Context: an optimization exercise on an open-source flow, tuned for small area, a short achievable clock period and few clock cycles per item. The choices shown serve that exercise and are no tape-out recipe.
The RTL was checked by simulation tests, not by an equivalence proof against the original design.
Power figures rest on the tool's default switching activity, not on a simulated workload.

$ cat run.sh
#!/bin/bash
# synth_recipe.tcl (not shown) runs the flow's synth.tcl, then flattens the netlist and writes it again
# the make line also repeats each setting of config.mk as NAME=value (left out here)
make -C /OpenROAD-flow-scripts/flow DESIGN_CONFIG=/design/flow/config.mk WORK_HOME=/design/flow/orfs CLKGATE_MAP_FILE= SYNTH_SCRIPT=/design/flow/synth_recipe.tcl finish
$ cat config.mk
export PLATFORM = sky130hd
export DESIGN_NAME = mmu_bounds_guard
export DESIGN_NICKNAME = mmu_bounds_guard
export VERILOG_FILES = /design/flow/design.v
export SDC_FILE = /design/flow/constraint.sdc
export NUM_CORES = 4
export LEC_CHECK = 0
export CAP_MARGIN = 20
export CORE_MARGIN = 2
export CORE_UTILIZATION = 40
export SLEW_MARGIN = 20
$ cat constraint.sdc
create_clock -name core_clock -period 5.5 [get_ports {clk}]
set_input_delay 1.1000 -clock core_clock [delete_from_list [all_inputs] [get_ports {clk}]]
set_output_delay 1.1000 -clock core_clock [all_outputs]
set_load 0.01 [all_outputs]
$ cat design.v
package mmu_bounds_guard_pkg;
  localparam int ADDR_W_DEF = 26;
  localparam int SEL_W_DEF  = 4;
  localparam int NSEG_DEF   = 11;
  typedef enum logic [1:0] {
    IDLE  = 2'd0,
    CHECK = 2'd1,
    FWD   = 2'd2,
    FAULT = 2'd3
  } state_e;
  function automatic logic in_range(input logic [31:0] a,
                                    input logic [31:0] lo,
                                    input logic [31:0] hi);
    in_range = (a >= lo) && (a <= hi);
  endfunction
endpackage
module mmu_bounds_table
#(
  parameter int SEL_W = mmu_bounds_guard_pkg::SEL_W_DEF,
  parameter int NSEG  = mmu_bounds_guard_pkg::NSEG_DEF
) (
  input  logic             clk,
  input  logic             rst,
  input  logic             we,
  input  logic [SEL_W-1:0] sel,
  input  logic [31:0]      lower,
  input  logic [31:0]      upper,
  input  logic [SEL_W-1:0] rd_sel,
  output logic [SEL_W-1:0] active_sel,
  output logic             rd_valid,
  output logic [31:0]      rd_lower,
  output logic [31:0]      rd_upper
);
  logic [31:0]      lower_q [NSEG];
  logic [31:0]      upper_q [NSEG];
  logic [SEL_W-1:0] active_sel_q;
  logic             wr_ok;
  assign wr_ok = 32'(sel) < NSEG;
  always_ff @(posedge clk or posedge rst) begin
    if (rst) begin
      for (int i = 0; i < NSEG; i++) begin
        lower_q[i] <= '0;
        upper_q[i] <= '0;
      end
      active_sel_q <= '0;
    end else if (we) begin
      active_sel_q <= sel;
      if (wr_ok) begin
        lower_q[sel] <= lower;
        upper_q[sel] <= upper;
      end
    end
  end
  assign active_sel = active_sel_q;
  assign rd_valid   = 32'(rd_sel) < NSEG;
  assign rd_lower   = rd_valid ? lower_q[rd_sel] : '0;
  assign rd_upper   = rd_valid ? upper_q[rd_sel] : '0;
endmodule
module mmu_bounds_guard
#(
  parameter int ADDR_W = mmu_bounds_guard_pkg::ADDR_W_DEF,
  parameter int SEL_W  = mmu_bounds_guard_pkg::SEL_W_DEF,
  parameter int NSEG   = mmu_bounds_guard_pkg::NSEG_DEF
) (
  input  logic              clk,
  input  logic              rst,
  input  logic              we,
  input  logic [SEL_W-1:0]  sel,
  input  logic [31:0]       lower,
  input  logic [31:0]       upper,
  input  logic              req_valid,
  output logic              req_ready,
  input  logic [ADDR_W-1:0] req_addr,
  input  logic              req_wr,
  output logic              mem_valid,
  input  logic              mem_ready,
  output logic [ADDR_W-1:0] mem_addr,
  output logic              mem_wr,
  output logic              exc,
  output logic [ADDR_W-1:0] exc_addr,
  output logic [SEL_W-1:0]  exc_sel,
  input  logic              exc_ack
);
  mmu_bounds_guard_pkg::state_e            state_q;
  logic [ADDR_W-1:0] addr_q;
  logic              wr_q;
  logic [SEL_W-1:0]  sel_q;
  logic              req_ready_q;
  logic              mem_valid_q;
  logic [ADDR_W-1:0] mem_addr_q;
  logic              mem_wr_q;
  logic              exc_q;
  logic [ADDR_W-1:0] exc_addr_q;
  logic [SEL_W-1:0]  exc_sel_q;
  logic [SEL_W-1:0]  active_sel;
  logic              rd_valid;
  logic [31:0]       rd_lower;
  logic [31:0]       rd_upper;
  logic              pass_d;
  mmu_bounds_table #(
    .SEL_W (SEL_W),
    .NSEG  (NSEG)
  ) u_table (
    .clk        (clk),
    .rst        (rst),
    .we         (we),
    .sel        (sel),
    .lower      (lower),
    .upper      (upper),
    .rd_sel     (sel_q),
    .active_sel (active_sel),
    .rd_valid   (rd_valid),
    .rd_lower   (rd_lower),
    .rd_upper   (rd_upper)
  );
  assign pass_d = rd_valid && mmu_bounds_guard_pkg::in_range(32'(addr_q), rd_lower, rd_upper);
  always_ff @(posedge clk or posedge rst) begin
    if (rst) begin
      state_q     <= mmu_bounds_guard_pkg::IDLE;
      addr_q      <= '0;
      wr_q        <= 1'b0;
      sel_q       <= '0;
      req_ready_q <= 1'b1;
      mem_valid_q <= 1'b0;
      mem_addr_q  <= '0;
      mem_wr_q    <= 1'b0;
      exc_q       <= 1'b0;
      exc_addr_q  <= '0;
      exc_sel_q   <= '0;
    end else begin
      case (state_q)
        mmu_bounds_guard_pkg::IDLE: begin
          if (req_valid) begin
            addr_q      <= req_addr;
            wr_q        <= req_wr;
            sel_q       <= active_sel;
            req_ready_q <= 1'b0;
            state_q     <= mmu_bounds_guard_pkg::CHECK;
          end
        end
        mmu_bounds_guard_pkg::CHECK: begin
          if (pass_d) begin
            mem_valid_q <= 1'b1;
            mem_addr_q  <= addr_q;
            mem_wr_q    <= wr_q;
            state_q     <= mmu_bounds_guard_pkg::FWD;
          end else begin
            exc_q      <= 1'b1;
            exc_addr_q <= addr_q;
            exc_sel_q  <= sel_q;
            state_q    <= mmu_bounds_guard_pkg::FAULT;
          end
        end
        mmu_bounds_guard_pkg::FWD: begin
          if (mem_ready) begin
            mem_valid_q <= 1'b0;
            req_ready_q <= 1'b1;
            state_q     <= mmu_bounds_guard_pkg::IDLE;
          end
        end
        mmu_bounds_guard_pkg::FAULT: begin
          if (exc_ack) begin
            exc_q       <= 1'b0;
            req_ready_q <= 1'b1;
            state_q     <= mmu_bounds_guard_pkg::IDLE;
          end
        end
        default: begin
          state_q     <= mmu_bounds_guard_pkg::IDLE;
          req_ready_q <= 1'b1;
        end
      endcase
    end
  end
  assign req_ready = req_ready_q;
  assign mem_valid = mem_valid_q;
  assign mem_addr  = mem_addr_q;
  assign mem_wr    = mem_wr_q;
  assign exc       = exc_q;
  assign exc_addr  = exc_addr_q;
  assign exc_sel   = exc_sel_q;
endmodule
==> flow_summary.yaml <==
yosys:
  syn_inst: 2588
  async_flop_share: 1.00
  synth_area_sq_um: 35300
  syn_avg_cell_area_sq_um: 13.6
  synth_edf_count: 0
  netlist-cell-type-count: 68
  synth_seq_cells: 801
  synth-main-ff-cell: "dfrtp_1"
  ys_warn_count: 4
  yosysSeqAreaShare: 0.568
  synth_nets: 2741
routing:
  num_vias: 22800
  wl_per_cell_microns: 26.0
  drt_iter0_markers: 1674
  drc: 0
  via_per_inst: 5.86
  routed_wl_microns: 101000
  ant_nets: 0
  first_pass_iters: 6
floorplanning:
  start_util: 0.405
  die_y_microns: 301
  die_w_microns: 301
  core_sq_um: 87000
  rows: 108
  ios: 161
  dieArea_sq_um: 90600
power_and_ir_drop:
  leakage_nw: 17.7
  peakVddDrop_uv: 310
  power_mw: 21.4
  powerDensity_nw_per_um2: 517
global_routing:
  grt_pass1_vias: 23900
  antenna_found_initial: 8
  grt_overflow: 0
  grt_use_total: 0.225
  grt_pass1_wl_microns: 154000
  grt_max_degree: 159
cells_and_area:
  drive_gt1_frac: 0.379
  areaGrowthSynthToFinish_pct: 17.3
  final_nets: 2822
timing:
  period_share: 0.919
  fmax_mhz: 198
  setup_viol: 0
  min_period_ns: 5.05
  hold_viol: 0
  drv_slew: 0
  fin_worst_skew_ns: 0.0268
  holdWs_ns: 0.499
  rsz0062_at_grt: "no"
  max_slew_margin: 0.325
  worst_slew_pin_slew_ns: 1.01
clock_network:
  clk_pin_slew_ns: 0.06
  cts_htree_levels: 3
  cts_made_buffers: 84
  post_cts_resized: 0
  clock_latency_ns: 0.65
  cts_buffer_depth: 3
  cts_tree: "built"
  cts_setup_buffers: 0
  cts_hold_buffers: 0
  cts_sinks: 801
  root_buffer: "clkbuf_16"
critical_path:
  ff2ff_setup_slack_ns: 0.45
  critPathMaxFanout: 28
  startpoint_type: "flop"
  path_class: "flop to flop"
  cp_data_arrival_time_ns: 5.57
  worstPathRequired_ns: 6.01
  critPathCaptureType: "flop"
place:
  gp_congestion: 0.774
  hpwl_microns: 61500
  portBuffers: 160
status:
  status: "complete, no violations"
job:
  cap_viol_max_count: 0
hold_path:
  worstHoldPathType: "flop to flop"
-- state kept, by name (all words and copies together) (netlist names), 4 cells and up --
signal,flops
u_table.lower_q,352
addr_q,26
sel_q,4
exc_sel_q,4
exc_addr_q,26
u_table.upper_q,352
u_table.active_sel_q,4
mem_addr_q,26
-- through the flow --
stage / area (sq um) / std cells / setup slack (ns) / setup TNS [ns] / utilization
finish: 41400 / 3895 / 0.446 / 0 / 0.475
global route: 41400 / 3894 / 0.0459 / 0 / 0.475
CTS: 41400 / 3893 / 0.489 / 0 / 0.475
detailed placement: 38300 / 3738 / 0.524 / 0 / 0.441
global placement: 38300 / 3737 / 0.652 / 0 / 0.440
floorplan: 35300 / 2588 / -6.59 / -5278.58 / -
-- layer usage --
metal / share of wire / GRT usage / up-vias
met3: 0.065 / 0.0459 / 185
met4: 0.027 / 0.0723 / 14
met2: 0.47 / 0.366 / 713
li1: - / - / 9790
met1: 0.43 / 0.302 / 12100
met5: 0.0010 / 0 / -
-- worst paths after layout --
check / start / end / cells after the start
worst max-delay path: sel_q[3] / mem_addr_q[21] / 16
worst min-delay path: u_table.lower_q[1][28] / u_table.lower_q[1][28] / 1
worst max register to register: sel_q[3] / mem_addr_q[21] / 16
worst min register to register: u_table.lower_q[1][28] / u_table.lower_q[1][28] / 1
max in group asynchronous: rst / u_table.upper_q[8][12] / 4
min in group asynchronous: rst / u_table.upper_q[4][28] / 2
-- synthesized netlist by cell type, types with 5 or more instances --
| cell type | n | area [sq um] |
|---|---|---|
| a221oi_1 | 37 | 324 |
| o21ai_0 | 35 | 175 |
| nor2b_1 | 6 | 37.5 |
| clkbuf_1 | 193 | 724 |
| ha_1 | 52 | 651 |
| or2_2 | 5 | 31.3 |
| a21o_1 | 5 | 37.5 |
| nand4_1 | 12 | 75.1 |
| mux2_4 | 19 | 285 |
| nand2_1 | 118 | 443 |
| nand2b_1 | 8 | 50.1 |
| a211oi_1 | 5 | 37.5 |
| o31ai_1 | 5 | 37.5 |
| o221ai_1 | 53 | 464 |
| buf_6 | 5 | 56.3 |
| dfrtp_1 | 800 | 20000 |
| a22oi_1 | 119 | 893 |
| mux2_1 | 6 | 67.6 |
| a22o_1 | 38 | 333 |
| mux2_2 | 768 | 8650 |
| o21a_1 | 5 | 37.5 |
| a21oi_1 | 25 | 125 |
| a222oi_1 | 18 | 180 |
| a211o_1 | 5 | 43.8 |
| buf_1 | 17 | 63.8 |
| inv_1 | 7 | 26.3 |
| nand3_1 | 104 | 521 |
| buf_2 | 13 | 65.1 |
| nor2_1 | 23 | 86.3 |
| and3_1 | 6 | 37.5 |
-- layout by cell type, fill, tap and decap left out, types with 35 or more instances in the layout --
cell,n
a221oi_1,37
a22o_1,38
a22oi_1,119
buf_4,43
clkbuf_16,86
clkdlybuf4s50_1,160
dfrtp_1,800
ha_1,52
mux2_2,768
nand2_1,117
nand3_1,103
o21ai_0,35
o221ai_1,53
-- power breakdown --
part | leakage, nW | internal (mW) | switching [mW]
clock network | 1.48 | 3.73 | 2.42
logic | 6.45 | 3.20 | 3.43
registers | 9.80 | 7.44 | 1.16
-- cell type report --
class | count | area, sq um
Antenna cell | 2 | 5.00
Clock buffer | 118 | 2520
Clock inverter | 37 | 512
Fill cell | 7572 | 45600
Inverter | 7 | 30.0
Multi-Input combinational cell | 1547 | 14400
Sequential cell | 801 | 20000
Tap cell | 1155 | 1450
Timing Repair Buffer | 228 | 2430
-- cell families after synthesis --
family	after synthesis	synth area share
muxes	795	0.256
AOI/OAI and AO/OA	381	0.0838
adders and majority gates	52	0.0184
DFF	801	0.568
buffers and inverters	240	0.0280
and+or+nand+nor	319	0.0459
-- worst max-delay path: stages (launching register included) --
cell      delay, ns
dfrtp_1        0.70
nor4bb_4       0.47
buf_4          0.51
a22o_1         0.23
a221oi_1       0.05
nand3_1        0.13
o221ai_1       0.17
ha_1           0.39
nand4_1        0.16
nor4_1         0.42
a21boi_0       0.27
o31ai_1        0.11
and3_1         0.18
o211ai_2       0.32
or3_1          0.22
buf_12         0.23
mux2_2         0.36
Testbench counts, summed over its fixed seeds: cycles 48,000, items 16,000.

-- re-timing with driven ports --
The results above use ideal ports. As a check the final layout listed here was re-extracted and re-timed, cells and wires unchanged. Step 1 assumes that a clkbuf_16 drives the clock port and a buf_2 every other input. Step 2 times the ports against the registers' clock, not the clock port: input delays grow and output delays shrink by t, the midpoint of the rising clock arrivals with the driver on. Three values: ideal ports, drivers, drivers and shift; two values: the first two.
shift t [ns]: 0.700
setup WS [ns]: 0.446 / 0.446 / 0.446
clock arrival spread, ns: 0.027 / 0.026
pins driven straight from the clock port: 1
After both steps this run still meets setup and hold. For this run, drivers alone change the setup slack by 0.000 ns; drivers and shift together by 0.000 ns.
